Source: an optimization exercise on an open RTL-to-GDS flow (aim: a short achievable clock period and few clock cycles). Production flows keep margins and buffers that such runs may drop. Function was checked by simulation only, so behaviour that the tests miss may differ from the original. No driver is modelled on the clock port, so clocking that relies on it looks cheaper here than on a real chip. Power figures rest on the tool's default switching activity, not on a simulated workload.

===== config.mk =====
export PLATFORM = sky130hd
export DESIGN_NAME = pipeCpu
export DESIGN_NICKNAME = pipeCpu
export VERILOG_FILES = /design/flow/design.v
export SDC_FILE = /design/flow/constraint.sdc
export NUM_CORES = 4
export LEC_CHECK = 0
export CAP_MARGIN = 20
export CORE_MARGIN = 2
export CORE_UTILIZATION = 55
export CTS_CLUSTER_DIAMETER = 100
export CTS_CLUSTER_SIZE = 20
export PLACE_DENSITY = 0.7
export SETUP_SLACK_MARGIN = 4.8
export SLEW_MARGIN = 20
export TNS_END_PERCENT = 5

===== constraint.sdc =====
create_clock -name core_clock -period 8.0 [get_ports {clk}]
set_input_delay 1.6000 -clock core_clock [delete_from_list [all_inputs] [get_ports {clk}]]
set_output_delay 1.6000 -clock core_clock [all_outputs]
set_load 0.01 [all_outputs]

===== design.v =====
`timescale 1ns/100ps
package pipeCpuPkg;
  typedef logic [16-1:0]      word_t;       
  typedef logic [4-1:0]  regAddr_t;    
  typedef logic [8-1:0] imemAddr_t;
  typedef logic [8-1:0] dmemAddr_t;
  typedef enum logic [3:0] {
    OP_ADD = 4'd0,
    OP_SUB = 4'd1,
    OP_AND = 4'd2,
    OP_NOR = 4'd3,
    OP_SLL = 4'd4,
    OP_SRL = 4'd5,
    OP_SRA = 4'd6,
    OP_LW  = 4'd8,
    OP_SW  = 4'd9,
    OP_LLB = 4'd10,
    OP_HLT = 4'd15
  } opcode_t;
  typedef enum logic [1:0] {FWD_NONE, FWD_DM, FWD_WB} fwdSel_t;
  typedef enum logic [2:0] {
    ALU_ADD, ALU_SUB, ALU_AND, ALU_NOR,
    ALU_SLL, ALU_SRL, ALU_SRA,
    ALU_PASSB    
  } aluOp_t;
endpackage
`timescale 1ns/100ps
`timescale 1ns/100ps
`timescale 1ns/100ps
`timescale 1ns/100ps
`timescale 1ns/100ps
`timescale 1ns/100ps
module pipeCpu (
  input  logic                  clk,
  input  logic                  rstN,
  input  logic                  imemWrEn,     
  input  pipeCpuPkg::imemAddr_t imemWrAddr,
  input  pipeCpuPkg::word_t     imemWrData,
  output pipeCpuPkg::word_t     pc,
  output logic                  hlt,
  output logic                  wbEn,         
  output pipeCpuPkg::regAddr_t  wbAddr,
  output pipeCpuPkg::word_t     wbData
);
  function automatic logic [15:0] add16(input logic [15:0] a, input logic [15:0] b,
                                        input logic cin);
    logic [15:0] g, p, gg, pp;
    g  = a & b;
    p  = a ^ b;
    gg = g;
    pp = p;
    gg[0] = g[0] | (p[0] & cin);
    for (int d = 1; d < 16; d = d * 2) begin
      for (int i = 15; i >= d; i--) begin
        gg[i] = gg[i] | (pp[i] & gg[i-d]);
        pp[i] = pp[i] & pp[i-d];
      end
    end
    add16 = p ^ {gg[14:0], cin};
  endfunction
  function automatic logic [7:0] add8(input logic [7:0] a, input logic [7:0] b);
    logic [7:0] g, p, gg, pp;
    g  = a & b;
    p  = a ^ b;
    gg = g;
    pp = p;
    for (int d = 1; d < 8; d = d * 2) begin
      for (int i = 7; i >= d; i--) begin
        gg[i] = gg[i] | (pp[i] & gg[i-d]);
        pp[i] = pp[i] & pp[i-d];
      end
    end
    add8 = p ^ {gg[6:0], 1'b0};
  endfunction
  logic [15:0] imem0 [0:63];
  logic [15:0] imem1 [0:63];
  logic [15:0] imem2 [0:63];
  logic [15:0] imem3 [0:63];
  always_ff @(posedge clk) begin
    if (imemWrEn && imemWrAddr[1:0] == 2'd0) imem0[imemWrAddr[7:2]] <= imemWrData;
  end
  always_ff @(posedge clk) begin
    if (imemWrEn && imemWrAddr[1:0] == 2'd1) imem1[imemWrAddr[7:2]] <= imemWrData;
  end
  always_ff @(posedge clk) begin
    if (imemWrEn && imemWrAddr[1:0] == 2'd2) imem2[imemWrAddr[7:2]] <= imemWrData;
  end
  always_ff @(posedge clk) begin
    if (imemWrEn && imemWrAddr[1:0] == 2'd3) imem3[imemWrAddr[7:2]] <= imemWrData;
  end
  logic [15:0] w0, w1, w2, w3;
  logic [15:0] lineA [0:3];
  logic [15:0] lineB [0:3];
  logic [15:0] lineC [0:3];
  logic [7:0]  fa;
  logic [5:0]  rl;
  logic [8:0]  pcD;                 
  logic [1:0]  c;                   
  logic [15:0] m0, m1;
  logic        lineCross;
  always_comb begin
    case (fa[1:0])
      2'd0:    begin m0 = lineA[0]; m1 = lineA[1]; end
      2'd1:    begin m0 = lineA[1]; m1 = lineA[2]; end
      2'd2:    begin m0 = lineA[2]; m1 = lineA[3]; end
      default: begin m0 = lineA[3]; m1 = lineB[0]; end
    endcase
  end
  assign lineCross = (fa[1:0] == 2'd3 && c != 2'd0) || (fa[1:0] == 2'd2 && c == 2'd2);
  function automatic logic [15:0] preload(input logic [7:0] a, input logic [15:0] memv);
    preload = (imemWrEn && imemWrAddr == a) ? imemWrData : memv;
  endfunction
  always_ff @(posedge clk) begin
    if (!rstN) begin
      w0 <= preload(8'd0, imem0[0]);
      w1 <= preload(8'd1, imem1[0]);
      w2 <= preload(8'd2, imem2[0]);
      w3 <= preload(8'd3, imem3[0]);
    end else if (c == 2'd2) begin
      w0 <= w2;
      w1 <= w3;
      w2 <= m0;
      w3 <= m1;
    end else if (c == 2'd1) begin
      w0 <= w1;
      w1 <= w2;
      w2 <= w3;
      w3 <= m0;
    end
  end
  always_ff @(posedge clk) begin
    if (!rstN) begin
      lineA[0] <= preload(8'd4, imem0[1]);
      lineA[1] <= preload(8'd5, imem1[1]);
      lineA[2] <= preload(8'd6, imem2[1]);
      lineA[3] <= preload(8'd7, imem3[1]);
      lineB[0] <= preload(8'd8, imem0[2]);
      lineB[1] <= preload(8'd9, imem1[2]);
      lineB[2] <= preload(8'd10, imem2[2]);
      lineB[3] <= preload(8'd11, imem3[2]);
    end else if (lineCross) begin
      lineA[0] <= lineB[0];
      lineA[1] <= lineB[1];
      lineA[2] <= lineB[2];
      lineA[3] <= lineB[3];
      lineB[0] <= lineC[0];
      lineB[1] <= lineC[1];
      lineB[2] <= lineC[2];
      lineB[3] <= lineC[3];
    end
  end
  always_ff @(posedge clk) begin
    lineC[0] <= imem0[rl];
    lineC[1] <= imem1[rl];
    lineC[2] <= imem2[rl];
    lineC[3] <= imem3[rl];
  end
  logic [8:0] pcInc1, pcInc2;
  logic [7:0] faInc1, faInc2;
  assign pcInc1 = pcD + 9'd1;
  assign pcInc2 = pcD + 9'd2;
  assign faInc1 = fa + 8'd1;
  assign faInc2 = fa + 8'd2;
  always_ff @(posedge clk or negedge rstN) begin
    if (!rstN) begin
      fa  <= 8'd4;
      rl  <= 6'd3;
      pcD <= 9'd0;
    end else begin
      if (c == 2'd2) begin
        fa  <= faInc2;
        pcD <= pcInc2;
      end else if (c == 2'd1) begin
        fa  <= faInc1;
        pcD <= pcInc1;
      end
      if (lineCross) rl <= rl + 6'd1;
    end
  end
  logic [15:0] rAdd, rOth, rL, rRes;
  logic        rEn, rSelAdd, rSelL;
  logic [3:0]  rDest;
  assign rRes = rSelAdd ? rAdd : rSelL ? rL : rOth;
  logic [15:0] regs [1:15];
  always_ff @(posedge clk or negedge rstN) begin
    if (!rstN) begin
      for (int i = 1; i < 16; i++) regs[i] <= '0;
    end else if (rEn) begin
      regs[rDest] <= rRes;
    end
  end
  function automatic logic [15:0] rfRead(input logic [3:0] a);
    if (a == 4'd0)               rfRead = '0;
    else if (rEn && rDest == a)  rfRead = rRes;
    else                         rfRead = regs[a];
  endfunction
  logic [3:0] op0, rd0, rs0, rt0, b0, op1, rd1, rs1, rt1, b1;
  logic W0, S0, H0, L0, A0;
  logic W1, S1, H1, L1, A1, R1rs, R1b;
  assign op0 = w0[15:12]; assign rd0 = w0[11:8]; assign rs0 = w0[7:4]; assign rt0 = w0[3:0];
  assign op1 = w1[15:12]; assign rd1 = w1[11:8]; assign rs1 = w1[7:4]; assign rt1 = w1[3:0];
  assign A0 = (op0 <= 4'd6);
  assign A1 = (op1 <= 4'd6);
  assign W0 = (A0 | op0 == 4'd8 | op0 == 4'd10) & (rd0 != 4'd0);
  assign W1 = (A1 | op1 == 4'd8 | op1 == 4'd10) & (rd1 != 4'd0);
  assign L0 = (op0 == 4'd8) & (rd0 != 4'd0);
  assign L1 = (op1 == 4'd8) & (rd1 != 4'd0);
  assign S0 = (op0 == 4'd9);
  assign S1 = (op1 == 4'd9);
  assign H0 = (op0 == 4'd15);
  assign H1 = (op1 == 4'd15);
  assign b0 = S0 ? rd0 : rt0;
  assign b1 = S1 ? rd1 : rt1;
  assign R1rs = (W1 & (A1 | L1)) | S1;
  assign R1b  = (W1 & (op1 <= 4'd3)) | S1;
  logic        dW, dS0, dS1, dH, dLlb, dAS, dLd;
  logic [3:0]  dDest;
  logic        eW, eS0, eS1, eH, eLlb, eAS, eLd;
  logic [3:0]  eDest;
  logic [15:0] eImm;
  logic        haltD;
  logic late0, late1;
  assign late0 = dW && !dLlb && dDest == rs0;
  assign late1 = dW && !dLlb && dDest == rs1;
  logic pairOK;
  assign pairOK = !H0 && !(W0 && W1) && !(W0 && H1) &&
                  !(W0 && ((R1rs && rs1 == rd0) || (R1b && b1 == rd0))) &&
                  !(S0 && L1 && late0);
  logic agi0, agi1, stall, go;
  assign agi0  = L0 && late0;
  assign agi1  = L1 && pairOK && late1;
  assign stall = agi0 | agi1;
  assign go    = !haltD && !stall;
  assign c     = !go ? 2'd0 : pairOK ? 2'd2 : 2'd1;
  logic gW, gH, ws, ls;
  assign gW = W0 | (pairOK & W1);
  assign gH = H0 | (pairOK & H1);
  assign ws = !W0;                  
  assign ls = !L0;                  
  logic [15:0] vRs0, vRt0, vRd0, vRs1, vRt1, vRd1;
  assign vRs0 = rfRead(rs0);
  assign vRt0 = rfRead(rt0);
  assign vRd0 = rfRead(rd0);
  assign vRs1 = rfRead(rs1);
  assign vRt1 = rfRead(rt1);
  assign vRd1 = rfRead(rd1);
  logic [3:0]  wOp, wRd, wRs, wRt, lRs, lImm;
  logic [7:0]  wImm8;
  assign wOp   = ws ? op1 : op0;
  assign wRd   = ws ? rd1 : rd0;
  assign wRs   = ws ? rs1 : rs0;
  assign wRt   = ws ? rt1 : rt0;
  assign wImm8 = ws ? w1[7:0] : w0[7:0];
  assign lRs   = ls ? rs1 : rs0;
  assign lImm  = ls ? rt1 : rt0;
  logic p1S, p1O, p1L;
  assign p1S = dW && dAS;
  assign p1O = dW && !dAS && !dLd;
  assign p1L = dW && dLd;
  logic        dSub, dAnd, dNor, dSll, dSrl, dSra, dByp;
  logic [15:0] dImm, dA, dB;
  logic [7:0]  dLb;
  logic [3:0]  dSh, dLimm;
  logic        gA2, gB2, gL2, gLi;
  logic        dAs, dAo, dAl, dBs, dBo, dBl;
  always_ff @(posedge clk or negedge rstN) begin
    if (!rstN) begin
      dW    <= 1'b0;
      dS0   <= 1'b0;
      dS1   <= 1'b0;
      dH    <= 1'b0;
      haltD <= 1'b0;
    end else begin
      dW    <= go & gW;
      dS0   <= go & S0;
      dS1   <= go & pairOK & S1;
      dH    <= go & gH;
      haltD <= haltD | (go & gH);
    end
  end
  always_ff @(posedge clk) begin
    dDest  <= wRd;
    dAS    <= (wOp == 4'd0) || (wOp == 4'd1);
    dSub   <= (wOp == 4'd1);
    dAnd   <= (wOp == 4'd2);
    dNor   <= (wOp == 4'd3);
    dSll   <= (wOp == 4'd4);
    dSrl   <= (wOp == 4'd5);
    dSra   <= (wOp == 4'd6);
    dLd    <= (wOp == 4'd8);
    dLlb   <= (wOp == 4'd10);
    dImm   <= {{8{wImm8[7]}}, wImm8};
    dSh    <= wRt;
    dA     <= ws ? vRs1 : vRs0;
    dB     <= ws ? vRt1 : vRt0;
    dLb    <= ls ? vRs1[7:0] : vRs0[7:0];
    dLimm  <= lImm;
    dByp   <= S0 && pairOK && L1;           
    gA2    <= eW && eDest == wRs;
    gB2    <= eW && eDest == wRt;
    gL2    <= eW && eDest == lRs;
    gLi    <= dW && dLlb && dDest == lRs;
    dAs    <= p1S && dDest == wRs;
    dAo    <= p1O && dDest == wRs;
    dAl    <= p1L && dDest == wRs;
    dBs    <= p1S && dDest == wRt;
    dBo    <= p1O && dDest == wRt;
    dBl    <= p1L && dDest == wRt;
  end
  logic [7:0]   lBase, la;
  assign lBase  = gLi ? eImm[7:0] : gL2 ? rRes[7:0] : dLb;
  assign la     = add8(lBase, {{4{dLimm[3]}}, dLimm});
  logic         kSub, kAnd, kNor, kSll, kSrl, kSra, eByp;
  logic         fAs, fAo, fAl, fBs, fBo, fBl;
  logic [15:0]  eA, eB;
  logic [7:0]   eLa;
  logic [3:0]   eSh;
  always_ff @(posedge clk or negedge rstN) begin
    if (!rstN) begin
      eW  <= 1'b0;
      eS0 <= 1'b0;
      eS1 <= 1'b0;
      eH  <= 1'b0;
    end else begin
      eW  <= dW;
      eS0 <= dS0;
      eS1 <= dS1;
      eH  <= dH;
    end
  end
  always_ff @(posedge clk) begin
    eDest <= dDest;
    eAS   <= dAS;
    kSub  <= dSub;
    kAnd  <= dAnd;
    kNor  <= dNor;
    kSll  <= dSll;
    kSrl  <= dSrl;
    kSra  <= dSra;
    eLd   <= dLd;
    eLlb  <= dLlb;
    eImm  <= dImm;
    eSh   <= dSh;
    eA    <= gA2 ? rRes : dA;
    eB    <= gB2 ? rRes : dB;
    eLa   <= la;
    eByp  <= dByp;
    fAs   <= dAs;
    fAo   <= dAo;
    fAl   <= dAl;
    fBs   <= dBs;
    fBo   <= dBo;
    fBl   <= dBl;
  end
  logic [15:0] dmem [0:255];
  logic [15:0] opA, opB, sum, shl, shr, sra, ldRaw, ldv, othRes;
  function automatic logic [15:0] fwd(input logic s, input logic o, input logic l,
                                      input logic [15:0] v);
    fwd = ({16{s}} & rAdd) | ({16{o}} & rOth) | ({16{l}} & rL) | ({16{!(s | o | l)}} & v);
  endfunction
  assign opA   = fwd(fAs, fAo, fAl, eA);
  assign opB   = fwd(fBs, fBo, fBl, eB);
  assign sum   = kSub ? add16(opA, ~opB, 1'b1) : add16(opA, opB, 1'b0);
  assign shl   = opA << eSh;
  assign shr   = opA >> eSh;
  assign sra   = $signed(opA) >>> eSh;
  logic [7:0]  eSa [0:1];
  logic [15:0] sData [0:1];
  logic [7:0]  sAddr [0:1];
  logic [15:0] mData [0:1];
  logic [7:0]  mAddr [0:1];
  logic        mS0, mS1;
  for (genvar k = 0; k < 2; k++) begin : gStore
    logic [3:0]  kRs, kRd, kImm;
    logic [15:0] kvRs, kvB;
    logic        kLate;
    assign kRs   = k ? rs1 : rs0;
    assign kRd   = k ? rd1 : rd0;
    assign kImm  = k ? rt1 : rt0;
    assign kvRs  = k ? vRs1 : vRs0;
    assign kvB   = k ? vRd1 : vRd0;
    assign kLate = k ? late1 : late0;
    logic [7:0]  dSb;
    logic [3:0]  dSimm;
    logic [15:0] dSd;
    logic        dSlate, gSb2, gSbi, gSd2;
    logic        dSbs, dSbo, dSbl, dSds, dSdo, dSdl;
    always_ff @(posedge clk) begin
      dSb    <= kvRs[7:0];
      dSimm  <= kImm;
      dSd    <= kvB;
      dSlate <= kLate;
      gSb2   <= eW && eDest == kRs;
      gSd2   <= eW && eDest == kRd;
      gSbi   <= dW && dLlb && dDest == kRs;
      dSbs   <= p1S && dDest == kRs;
      dSbo   <= p1O && dDest == kRs;
      dSbl   <= p1L && dDest == kRs;
      dSds   <= p1S && dDest == kRd;
      dSdo   <= p1O && dDest == kRd;
      dSdl   <= p1L && dDest == kRd;
    end
    logic [7:0] sBaseD;
    assign sBaseD = gSbi ? eImm[7:0] : gSb2 ? rRes[7:0] : dSb;
    logic [7:0]  eSb;
    logic [3:0]  eSimm;
    logic [15:0] eSd;
    logic        eSaOK, fSbs, fSbo, fSbl, fSds, fSdo, fSdl;
    always_ff @(posedge clk) begin
      eSa[k] <= add8(sBaseD, {{4{dSimm[3]}}, dSimm});
      eSaOK  <= !dSlate;
      eSb    <= gSb2 ? rRes[7:0] : dSb;
      eSimm  <= dSimm;
      eSd    <= gSd2 ? rRes : dSd;
      fSbs   <= dSbs;
      fSbo   <= dSbo;
      fSbl   <= dSbl;
      fSds   <= dSds;
      fSdo   <= dSdo;
      fSdl   <= dSdl;
    end
    logic [15:0] sBase;
    assign sBase    = fwd(fSbs, fSbo, fSbl, {8'd0, eSb});
    assign sAddr[k] = eSaOK ? eSa[k] : add8(sBase[7:0], {{4{eSimm[3]}}, eSimm});
    assign sData[k] = fwd(fSds, fSdo, fSdl, eSd);
    always_ff @(posedge clk) begin
      mAddr[k] <= sAddr[k];
      mData[k] <= sData[k];
    end
  end
  assign ldRaw = dmem[eLa];
  assign ldv = (eByp && eSa[0] == eLa)     ? sData[0] :
               (mS1 && mAddr[1] == eLa)    ? mData[1] :
               (mS0 && mAddr[0] == eLa)    ? mData[0] : ldRaw;
  always_comb begin
    othRes = eImm;                                
    if (kAnd) othRes = opA & opB;
    if (kNor) othRes = ~(opA | opB);
    if (kSll) othRes = shl;
    if (kSrl) othRes = shr;
    if (kSra) othRes = sra;
  end
  always_ff @(posedge clk or negedge rstN) begin
    if (!rstN) begin
      mS0 <= 1'b0;
      mS1 <= 1'b0;
    end else begin
      mS0 <= eS0;
      mS1 <= eS1;
    end
  end
  always_ff @(posedge clk) begin
    if (mS0) dmem[mAddr[0]] <= mData[0];
    if (mS1) dmem[mAddr[1]] <= mData[1];
  end
  logic hltR;
  always_ff @(posedge clk) begin
    rAdd    <= sum;
    rOth    <= othRes;
    rL      <= ldv;
    rSelAdd <= eAS;
    rSelL   <= eLd;
    rDest   <= eDest;
  end
  always_ff @(posedge clk or negedge rstN) begin
    if (!rstN) begin
      rEn    <= 1'b0;
      hltR   <= 1'b0;
      wbEn   <= 1'b0;
      wbAddr <= '0;
      hlt    <= 1'b0;
      pc     <= '0;
    end else begin
      rEn    <= eW;
      hltR   <= hltR | eH | (dH & !eW);
      wbEn   <= rEn;
      wbAddr <= rDest;
      hlt    <= hltR;
      pc     <= {7'd0, pcD};
    end
  end
  always_ff @(posedge clk) begin
    wbData <= rRes;
  end
endmodule

===== flow/run.sh =====
#!/bin/bash
# Own layout flow: the standard flow (standard.sh, unchanged synthesis)
# with these changes to how the layout is optimised:
#  - the port buffers use a plain buffer cell instead of the delay cell
#    buffer_ports picks by default;
#  - after placement, before clock tree synthesis, a full setup repair with
#    placement parasitics (post_resize.tcl);
#  - after clock tree synthesis, a second setup repair free to change cell
#    sizes, then legalisation (post_cts.tcl).
set -euo pipefail
export BUFFER_PORTS_ARGS="-buffer_cell sky130_fd_sc_hd__buf_4"
export POST_RESIZE_TCL="$(pwd)/flow/post_resize.tcl"
export POST_CTS_TCL="$(pwd)/flow/post_cts.tcl"
bash standard.sh > standard_flow.log 2>&1

===== flow/post_cts.tcl =====
# Setup repair after clock tree synthesis (propagated clocks, placement
# parasitics), sizing not limited to same-footprint cells, then legalise
estimate_parasitics -placement
repair_timing -setup -setup_margin 4.8 -repair_tns 5 -verbose
detailed_placement
check_placement -verbose

===== flow/post_resize.tcl =====
# Setup repair after placement (ideal clocks, placement parasitics)
repair_timing -setup -setup_margin 4.8 -repair_tns 10 -verbose

===== standard.sh =====
#!/bin/bash
# synth_recipe.tcl (not shown) runs the flow's synth.tcl, then flattens the netlist and writes it again
# the make line also repeats each setting of config.mk as NAME=value (left out here)
make -C /OpenROAD-flow-scripts/flow DESIGN_CONFIG=/design/flow/config.mk WORK_HOME=/design/flow/orfs CLKGATE_MAP_FILE= SYNTH_SCRIPT=/design/flow/synth_recipe.tcl "${@:-finish}"

==> impl_metrics.tcl <==
set metrics [dict create \
    status "timing/DRC/antenna clean" \
    cts_sinks 9156 \
    period_minus_slack_ps 3700 \
    report.final.hold_viol_count 0 \
    setup_tns_ps 0 \
    final_util_pct 60.5 \
    grt_pass1_vias 238000 \
    nets 24100 \
    synth.distinct_cells 88 \
    critPathKind "flip-flop to flip-flop" \
    drv_slew 0 \
    grt_util_all_layers_pct 35.4 \
    netlist_area_sq_um 418000 \
    async_flop_share_pct 3.11 \
    dp_slack_ps 4220 \
    hold_path_depth 0 \
    regToRegSetupSlack_ps 4300 \
    die_w_um 876 \
    nFillCells 54800 \
    io_pins 65 \
    leakage_nw 152 \
    drtIter0Drc 41000 \
    ant_nets 0 \
    cp.arrival_ps 4460 \
    min_path_type "flip-flop to flip-flop" \
    crit_chain "nor2_1, nand2_2, o22ai_2" \
    start_util_pct 55.1 \
    end_kind "flip-flop" \
    period_share_pct 46.2 \
    antenna_found_initial 91 \
    wl_mm 1390 \
    ys.flop_type "edfxtp_1" \
    tritoncts "built" \
    synthCells 24400 \
    maxCapViolations 0 \
    synth-edff-count 8384 \
    yosys.area.top_type_share_pct 60.2 \
    grt_max_degree 177 \
    postLayoutCellArea_sq_um 459000 \
    synth.avg_cell_area_sq_um 17.2 \
    dieArea_sq_um 767000 \
    first_pass_iters 17 \
    ys_ff_latch 9156 \
    slowest_stage "o22ai_2" \
    rsz0062_at_grt "true" \
    vdd_ir_drop_max_v 0.000306 \
    gp_congestion 0.993 \
    clk_pin_slew_worst_paths_ps 90 \
    fmax_mhz 270 \
    wl_per_cell_um 40.3 \
    placed_area_sq_um 441000 \
    clk_latency_ps 1190 \
    critical-path-max-stage-delay_ps 1040 \
    die_height_um 876 \
    crit_path_start_kind "flip-flop" \
    io_buffers 57 \
    dp_hpwl_mm 863 \
    grt_pass1_wl_mm 1920 \
    via_count 247000 \
    slew_headroom_pct 11.1 \
    seq_area_frac_synth_pct 64.3 \
    yosysWarnings 10 \
    min_to "eImm[6]" \
    r2r_cells 3 \
    drc 0 \
    r2r_start "mAddr[0][7]" \
    synth_area_leaders "edfxtp_1 60%, mux4_2 13%, mux2_2 12%, dfxtp_1 2.3%, clkbuf_1 1.7%" \
    crit_start "mAddr[0][7]" \
    power_density_nw_per_um2 326 \
    syn_to_final_growth_pct 9.69 \
    fin_skew_ps 145 \
    viasPerCell 7.18 \
    min_from "dImm[6]" \
    setup_violations 0 \
    cp_max_fo 16 \
    core_area_sq_um 758000 \
    worstPathRequired_ps 8760 \
    fp-row-count 320 \
    drive_gt1_share_pct 40.4 \
    tightestPinTransition_ps 1330 \
    synth_top_area_cell "edfxtp_1" \
    grt_remaining_overflow 0 \
    reg2reg_to "dmem[39][5]" \
    finalWorstSetupSlack_ps 4300 \
]
-- final cells by class --
| class | instances | area [sq um] | area share [%] |
|---|---|---|---|
| inverters | 145 | 604 | 0.132 |
| diodes | 62 | 155 | 0.0338 |
| multi-input cells | 12600 | 144000 | 31.4 |
| clock buffers | 734 | 14500 | 3.17 |
| flip-flops and latches | 9156 | 269000 | 58.6 |
| clock inverters | 56 | 736 | 0.160 |
| well taps | 10100 | 12700 | 2.77 |
| repair buffers | 1563 | 16900 | 3.69 |
| repair inverters | 2 | 15.0 | 0.00327 |
-- worst max-delay path by stage --
stage	depth (start not counted)	to	slack, ps
3_3_place_gp	9	rL[0]	3260
3_5_place_dp	4	lineA[1][0]	4220
2_1_floorplan	5	lineA[0][0]	3730
6_report	3	dmem[39][5]	4300
5_1_grt	8	dmem[7][10]	4430
-- layer usage --
metal	track usage (%)	routed length (um)	up-vias
met1	47.3	496000	130000
met5	0.335	728	-
met4	20.2	100000	47
met3	9.08	164000	3430
li1	-	-	97000
met2	53.4	625000	17100
-- kinds of logic after synthesis --
family / count (synthesis) / share of synthesized area, %
DFF: 9156 / 64.3
muxes: 7087 / 25.4
buffers and inverters: 2649 / 2.60
AOI/OAI and AO/OA: 2609 / 4.25
and+or+nand+nor: 2590 / 2.84
xor gates and xnor gates: 172 / 0.360
adders and majority gates: 96 / 0.300
other: 1 / 0.000897
-- through the flow --
step | power [mW] | hold WS (ps) | cells
final | 149 | 311 | 34400
after global routing | 152 | 318 | 34400
after detailed placement | 119 | 312 | 33500
after global placement | 115 | 310 | 33200
after floorplan | 94.0 | 310 | 24400
-- cells in the mapped netlist, drive strengths merged, types with 118 or more instances --
master / n
dfrtp: 283
a21oi: 267
o22ai: 275
nor2: 623
buf: 559
a22o: 118
nor3: 135
dfxtp: 487
nand3: 175
mux2i: 425
inv: 131
o21ai: 674
clkbuf: 1945
mux4: 2385
mux2: 4277
nand2: 1164
a222oi: 177
a22oi: 562
edfxtp: 8384
-- flip-flops by register name (all words and copies together) (netlist names), 32 cells and up --
name and cells:
dmem 4096, gStore.dSd 32, gStore.eSd 32, imem0 1024
imem1 1024, imem2 1024, imem3 1024, lineA 64
lineB 64, lineC 64, mData 32, regs 240
-- report_power, final --
part	switching, mW	internal [mW]
clock network	15.9	12.8
registers	4.25	56.2
logic	35.0	25.2
-- critical path: cells and delay by family, from the launching register on --
kind               cells  cell delay, ps
AOI/OAI and AO/OA      1            1040
and+or+nand+nor        2            1750
DFF                    1             440
-- cell usage in the layout, fill, tap and decap left out, drive strengths merged, types with 82 or more instances in the layout --
master	synthesis	routed
a22oi	562	562
buf	559	1504
edfxtp	8384	8384
nor3	135	135
nand2	1164	1164
a21oi	267	267
a222oi	177	177
ha	89	89
mux2i	425	425
o21ai	674	674
mux4	2385	2385
a221oi	82	82
mux2	4277	4277
clkbuf	1945	793
a22o	118	118
nand4	106	106
xnor2	108	108
dfxtp	487	487
nand3	175	175
and2	89	89
a211oi	86	86
inv	131	157
dfrtp	283	283
nor2	623	623
o22ai	275	275
Testbench counts, summed over its fixed seeds: cycles 11,261.

afterwards: timing with drivers on the ports:
The flow's constraints put no driver on any port. The routed layout listed below was extracted and timed again, unchanged, in two steps. Step 1 sets driving cells, clkbuf_16 on the clock port and buf_2 on the other inputs (assumed; they add their load-dependent delay and slew). Step 2 also shifts input and output timing later by t, the mid clock arrival at the registers, as if the neighbouring blocks saw the same clock. a / b / c = no drivers / after step 1 / after step 2; a / b = the first two.
t, ns: 1.282
slack for setup (ns): 4.301 / 4.301 / 4.041
worst slew at a driven data input, ns: 0.25
After both steps this run still meets setup and hold. For this run, drivers alone change the setup slack by 0.000 ns; drivers and shift together by -0.260 ns.
